This is an optimization exercise on Yosys and OpenROAD, whose aim is small area and a short achievable clock period, not a production implementation. RTL that was checked went through simulation tests only; none was proved equivalent to the original. Power figures rest on the tool's default switching activity, not on a simulated workload.

Setup of JK:
==> module mr_nand2, before the edit <==
module mr_nand2 (input logic a, b, output logic y);
  assign y = ~(a & b);
endmodule
==> module mem_responder, before the edit <==
module mem_responder #(
  parameter int ADDR_BITS  = 6,
  parameter int RD_LATENCY = 1
) (
  input  logic                 clock,
  input  logic                 reset,
  input  logic [31:0]          Address,
  input  logic                 Wr,
  input  logic [31:0]          Datain,
  output logic [31:0]          Dataout,
  output logic                 rd_valid,
  output logic                 addr_err,
  input  logic                 ld_en,
  input  logic [ADDR_BITS-1:0] ld_addr,
  input  logic [31:0]          ld_data,
  output logic                 ld_clash
);
  localparam int ROWS = 1 << (ADDR_BITS - 2);
  localparam int RB   = ADDR_BITS - 2;
  localparam int NH   = ROWS / 8;    
  logic [7:0] bank [4][ROWS];
  function automatic logic [4*ROWS-1:0] row_selects(input logic [RB-1:0] row, input logic [1:0] off,
                                                     input logic en);
    logic [ROWS-1:0] dec;
    logic [ROWS-1:0] dec_nx;
    for (int r = 0; r < ROWS; r++) begin
      dec[r]    = en & (row == RB'(r));
      dec_nx[r] = en & (row == RB'(r - 1));
    end
    for (int b = 0; b < 4; b++)
      row_selects[b*ROWS +: ROWS] = (2'(b) < off) ? dec_nx : dec;
  endfunction
  logic [3:0][ROWS-1:0] rd_sel;
  logic [3:0][3:0]      rot_sel;    
  assign rd_sel = row_selects(Address[ADDR_BITS-1:2], Address[1:0], 1'b1);
  always_comb begin
    for (int k = 0; k < 4; k++)
      for (int b = 0; b < 4; b++)
        rot_sel[k][b] = (Address[1:0] == 2'(b - k));
  end
  logic [7:0] part [4][NH];
  for (genvar b = 0; b < 4; b++) begin : g_bank
    for (genvar h = 0; h < NH; h++) begin : g_half
      for (genvar i = 0; i < 8; i++) begin : g_bit
        logic [7:0] d;
        for (genvar r = 0; r < 8; r++) begin : g_row
          assign d[r] = bank[b][8*h+r][i];
        end
        mr_sel8 u_sel (.d(d), .s(rd_sel[b][8*h +: 8]), .y(part[b][h][i]));
      end
    end
  end
  logic [3:0][7:0] bank_rd;
  for (genvar b = 0; b < 4; b++) begin : g_merge
    always_comb begin
      bank_rd[b] = '0;
      for (int h = 0; h < NH; h++) bank_rd[b] = bank_rd[b] | part[b][h];
    end
  end
  logic                 ld_go;
  logic                 cpu_go;
  logic [3:0][ROWS-1:0] ld_sel;
  logic [3:0][ROWS-1:0] cpu_sel;
  logic [3:0][ROWS-1:0] wr_sel;
  logic [3:0][7:0]      wr_byte;
  logic [3:0][7:0]      wd_sel;     
  assign ld_go   = reset & ld_en;
  assign cpu_go  = reset & ~ld_en & Wr;
  assign ld_sel  = row_selects(ld_addr[ADDR_BITS-1:2], ld_addr[1:0], ld_go);
  assign cpu_sel = row_selects(Address[ADDR_BITS-1:2], Address[1:0], cpu_go);
  assign wr_sel  = ld_sel | cpu_sel;
  always_comb begin
    for (int b = 0; b < 4; b++)
      for (int k = 0; k < 4; k++) begin
        wd_sel[b][2*k]   = ld_en & (ld_addr[1:0] == 2'(b - k));
        wd_sel[b][2*k+1] = ~ld_en & (Address[1:0] == 2'(b - k));
      end
  end
  for (genvar b = 0; b < 4; b++) begin : g_wd
    for (genvar i = 0; i < 8; i++) begin : g_bit
      logic [7:0] d;
      for (genvar k = 0; k < 4; k++) begin : g_lane
        assign d[2*k]   = ld_data[31-8*k-7+i];
        assign d[2*k+1] = Datain[31-8*k-7+i];
      end
      mr_sel8 u_sel (.d(d), .s(wd_sel[b]), .y(wr_byte[b][i]));
    end
  end
  always_ff @(posedge clock) begin
    for (int b = 0; b < 4; b++)
      for (int r = 0; r < ROWS; r++)
        if (wr_sel[b][r]) bank[b][r] <= wr_byte[b];
  end
  logic [3:0][7:0] bank_q;     
  logic [3:0][3:0] rot_q;      
  always_ff @(posedge clock or negedge reset) begin
    if (!reset) begin
      bank_q   <= '0;
      addr_err <= 1'b0;
      rd_valid <= 1'b0;
      ld_clash <= 1'b0;
    end else begin
      bank_q   <= bank_rd;
      addr_err <= (Address[31:ADDR_BITS] != '0);
      rd_valid <= 1'b1;
      ld_clash <= ld_en & Wr;
    end
  end
  always_ff @(posedge clock) begin
    rot_q <= rot_sel;
  end
  for (genvar k = 0; k < 4; k++) begin : g_lane
    for (genvar i = 0; i < 8; i++) begin : g_bit
      logic [1:0] t;
      mr_aoi22 u_a0 (.a(bank_q[0][i]), .b(rot_q[k][0]), .c(bank_q[1][i]), .d(rot_q[k][1]), .y(t[0]));
      mr_aoi22 u_a1 (.a(bank_q[2][i]), .b(rot_q[k][2]), .c(bank_q[3][i]), .d(rot_q[k][3]), .y(t[1]));
      mr_nand2 u_o (.a(t[0]), .b(t[1]), .y(Dataout[31-8*k-7+i]));
    end
  end
endmodule
Settings: LEC_CHECK=0, ABC_AREA=1, CAP_MARGIN=20, CELL_PAD_IN_SITES_DETAIL_PLACEMENT=1, CELL_PAD_IN_SITES_GLOBAL_PLACEMENT=2, CORE_MARGIN=2, CORE_UTILIZATION=30, CTS_BUF_LIST=sky130_fd_sc_hd__clkbuf_8, CTS_CLUSTER_DIAMETER=80, CTS_CLUSTER_SIZE=16, SETUP_SLACK_MARGIN=2.6, SLEW_MARGIN=20, SYNTH_HIERARCHICAL=1, SYNTH_MINIMUM_KEEP_SIZE=0; clock period 5.0 ns.
standard.sh (not shown) runs the stock make flow with config.mk's settings and CLKGATE_MAP_FILE= SYNTH_SCRIPT=/design/flow/synth_recipe.tcl, a recipe that flattens the netlist after the stock synthesis.
==> flow/flow/run.sh <==
#!/bin/bash
# Own layout flow: the standard ORFS flow, with
#  - extra ORFS make variables from flow/make_vars.txt (one NAME=VALUE per line).
# Every tool's output goes to ORFS's own logs (orfs/logs/...) and the make output to flow_make.log.
set -euo pipefail
W=$(pwd)
F=$W/flow
{
  echo "proc abc {args} {"
  echo "  set i [lsearch -exact \$args -script]"
  echo "  if {\$i >= 0} { lset args [expr {\$i + 1}] {$F/abc.script} }"
  echo "  yosys abc {*}\$args"
  echo "}"
  cat "$W/synth_recipe.tcl"
} > "$W/own_synth.tcl"
vars=("SYNTH_SCRIPT=$W/own_synth.tcl")
if [[ -f $F/make_vars.txt ]]; then
  while IFS= read -r line; do
    [[ -z $line || $line == \#* ]] && continue
    vars+=("$line")
  done < "$F/make_vars.txt"
fi
bash "$W/standard.sh" "${vars[@]}" finish > "$W/flow_make.log" 2>&1
==> flow/flow/abc.script <==
strash
dch
map
topo
stime -c
==> flow/flow/make_vars.txt <==
MATCH_CELL_FOOTPRINT=0
BUFFER_PORTS_ARGS=-buffer_cell sky130_fd_sc_hd__buf_2
> inputs changed (JK -> MS)
==> flow/design.v, changed modules only <==
module mr_oai21 (input logic a, b, c, output logic y);
  assign y = ~((a | b) & c);
endmodule
module mem_responder #(
  parameter int ADDR_BITS  = 6,
  parameter int RD_LATENCY = 1
) (
  input  logic                 clock,
  input  logic                 reset,
  input  logic [31:0]          Address,
  input  logic                 Wr,
  input  logic [31:0]          Datain,
  output logic [31:0]          Dataout,
  output logic                 rd_valid,
  output logic                 addr_err,
  input  logic                 ld_en,
  input  logic [ADDR_BITS-1:0] ld_addr,
  input  logic [31:0]          ld_data,
  output logic                 ld_clash
);
  localparam int ROWS = 1 << (ADDR_BITS - 2);
  localparam int RB   = ADDR_BITS - 2;
  localparam int NH   = ROWS / 8;    
  logic [7:0] bank [4][ROWS];
  function automatic logic [4*ROWS-1:0] row_selects(input logic [RB-1:0] row, input logic [1:0] off,
                                                     input logic en);
    logic [ROWS-1:0] dec;
    logic [ROWS-1:0] dec_nx;
    for (int r = 0; r < ROWS; r++) begin
      dec[r]    = en & (row == RB'(r));
      dec_nx[r] = en & (row == RB'(r - 1));
    end
    for (int b = 0; b < 4; b++)
      row_selects[b*ROWS +: ROWS] = (2'(b) < off) ? dec_nx : dec;
  endfunction
  logic [3:0][ROWS-1:0] rd_sel;
  logic [3:0][3:0]      rot_sel;    
  logic [31:0]          rd_word;
  assign rd_sel = row_selects(Address[ADDR_BITS-1:2], Address[1:0], 1'b1);
  always_comb begin
    for (int k = 0; k < 4; k++)
      for (int b = 0; b < 4; b++)
        rot_sel[k][b] = (Address[1:0] == 2'(b - k));
  end
  logic [7:0] part [4][NH];
  for (genvar b = 0; b < 4; b++) begin : g_bank
    for (genvar h = 0; h < NH; h++) begin : g_half
      for (genvar i = 0; i < 8; i++) begin : g_bit
        logic [7:0] d;
        for (genvar r = 0; r < 8; r++) begin : g_row
          assign d[r] = bank[b][8*h+r][i];
        end
        mr_sel8 u_sel (.d(d), .s(rd_sel[b][8*h +: 8]), .y(part[b][h][i]));
      end
    end
  end
  for (genvar k = 0; k < 4; k++) begin : g_lane
    for (genvar i = 0; i < 8; i++) begin : g_bit
      logic [3:0] t;
      for (genvar b = 0; b < 4; b++) begin : g_b
        if (NH == 2) begin : g_two
          mr_oai21 u_t (.a(part[b][0][i]), .b(part[b][1][i]), .c(rot_sel[k][b]), .y(t[b]));
        end else begin : g_any
          logic any;
          always_comb begin
            any = 1'b0;
            for (int h = 0; h < NH; h++) any = any | part[b][h][i];
          end
          assign t[b] = ~(any & rot_sel[k][b]);
        end
      end
      mr_nand4 u_o (.a(t[0]), .b(t[1]), .c(t[2]), .d(t[3]), .y(rd_word[31-8*k-7+i]));
    end
  end
  logic                 ld_go;
  logic                 cpu_go;
  logic [3:0][ROWS-1:0] ld_sel;
  logic [3:0][ROWS-1:0] cpu_sel;
  logic [3:0][ROWS-1:0] wr_sel;
  logic [3:0][7:0]      wr_byte;
  logic [3:0][7:0]      wd_sel;     
  assign ld_go   = reset & ld_en;
  assign cpu_go  = reset & ~ld_en & Wr;
  assign ld_sel  = row_selects(ld_addr[ADDR_BITS-1:2], ld_addr[1:0], ld_go);
  assign cpu_sel = row_selects(Address[ADDR_BITS-1:2], Address[1:0], cpu_go);
  assign wr_sel  = ld_sel | cpu_sel;
  always_comb begin
    for (int b = 0; b < 4; b++)
      for (int k = 0; k < 4; k++) begin
        wd_sel[b][2*k]   = ld_en & (ld_addr[1:0] == 2'(b - k));
        wd_sel[b][2*k+1] = ~ld_en & (Address[1:0] == 2'(b - k));
      end
  end
  for (genvar b = 0; b < 4; b++) begin : g_wd
    for (genvar i = 0; i < 8; i++) begin : g_bit
      logic [7:0] d;
      for (genvar k = 0; k < 4; k++) begin : g_lane
        assign d[2*k]   = ld_data[31-8*k-7+i];
        assign d[2*k+1] = Datain[31-8*k-7+i];
      end
      mr_sel8 u_sel (.d(d), .s(wd_sel[b]), .y(wr_byte[b][i]));
    end
  end
  always_ff @(posedge clock) begin
    for (int b = 0; b < 4; b++)
      for (int r = 0; r < ROWS; r++)
        if (wr_sel[b][r]) bank[b][r] <= wr_byte[b];
  end
  always_ff @(posedge clock or negedge reset) begin
    if (!reset) begin
      Dataout  <= '0;
      addr_err <= 1'b0;
      rd_valid <= 1'b0;
      ld_clash <= 1'b0;
    end else begin
      Dataout  <= rd_word;
      addr_err <= (Address[31:ADDR_BITS] != '0);
      rd_valid <= 1'b1;
      ld_clash <= ld_en & Wr;
    end
  end
endmodule
// module mr_nand2 removed
==> comparison <==
Compared with JK, MS improves final area.
Diff JK -> MS: number of non-filler instances in the completed layout up 31; number of cells upsized or downsized after cts saw a decrease; placement-stage cell area grew by about 0.6%.
The proportion of cell area spent on the clock network of MS exceeds that of JK by 0.27 points.
The library cell contributing the largest single delay on the critical path comes out dfxtp_4 in one run and a22oi_2 in the other, namely in JK and MS respectively.
On synthesized area, JK beats MS.
Compared with JK, in MS total power up about 0.7%; count of fill cells added during filler insertion up 68; setup slack up 210 ps.
The RTL of JK was laid out without a check of its function.

-- port drivers added, routing unchanged --
No port has a modelled driver above. Below, the same layouts with a new extraction and two added sets of constraints.
Step 1, drivers: a clkbuf_16 drives clock and a buf_2 each remaining input, both assumed.
Step 2 adds t to the input delays and takes it off the output delays; t is the mean of the earliest and latest rising clock arrival at the registers after step 1. Input paths then give back, and output paths get back, about the clock's delay inside the block.
Slacks: no drivers / after step 1 / after step 2; pairs: no drivers / after step 1.
| run | shift t [ns] | setup slack, ns | clock arrival spread, ns | cell pins on the clock port's net |
|---|---|---|---|---|
| JK | 0.670 | 2.364 / 2.301 / 1.864 | 0.042 / 0.041 | 1 |
| MS | 0.699 | 2.575 / 2.564 / 1.865 | 0.042 / 0.042 | 1 |
After both steps every run listed still meets setup and hold. The setup slack of MS, which loses most, moves by -0.011 ns with the drivers and by -0.710 ns with both steps.
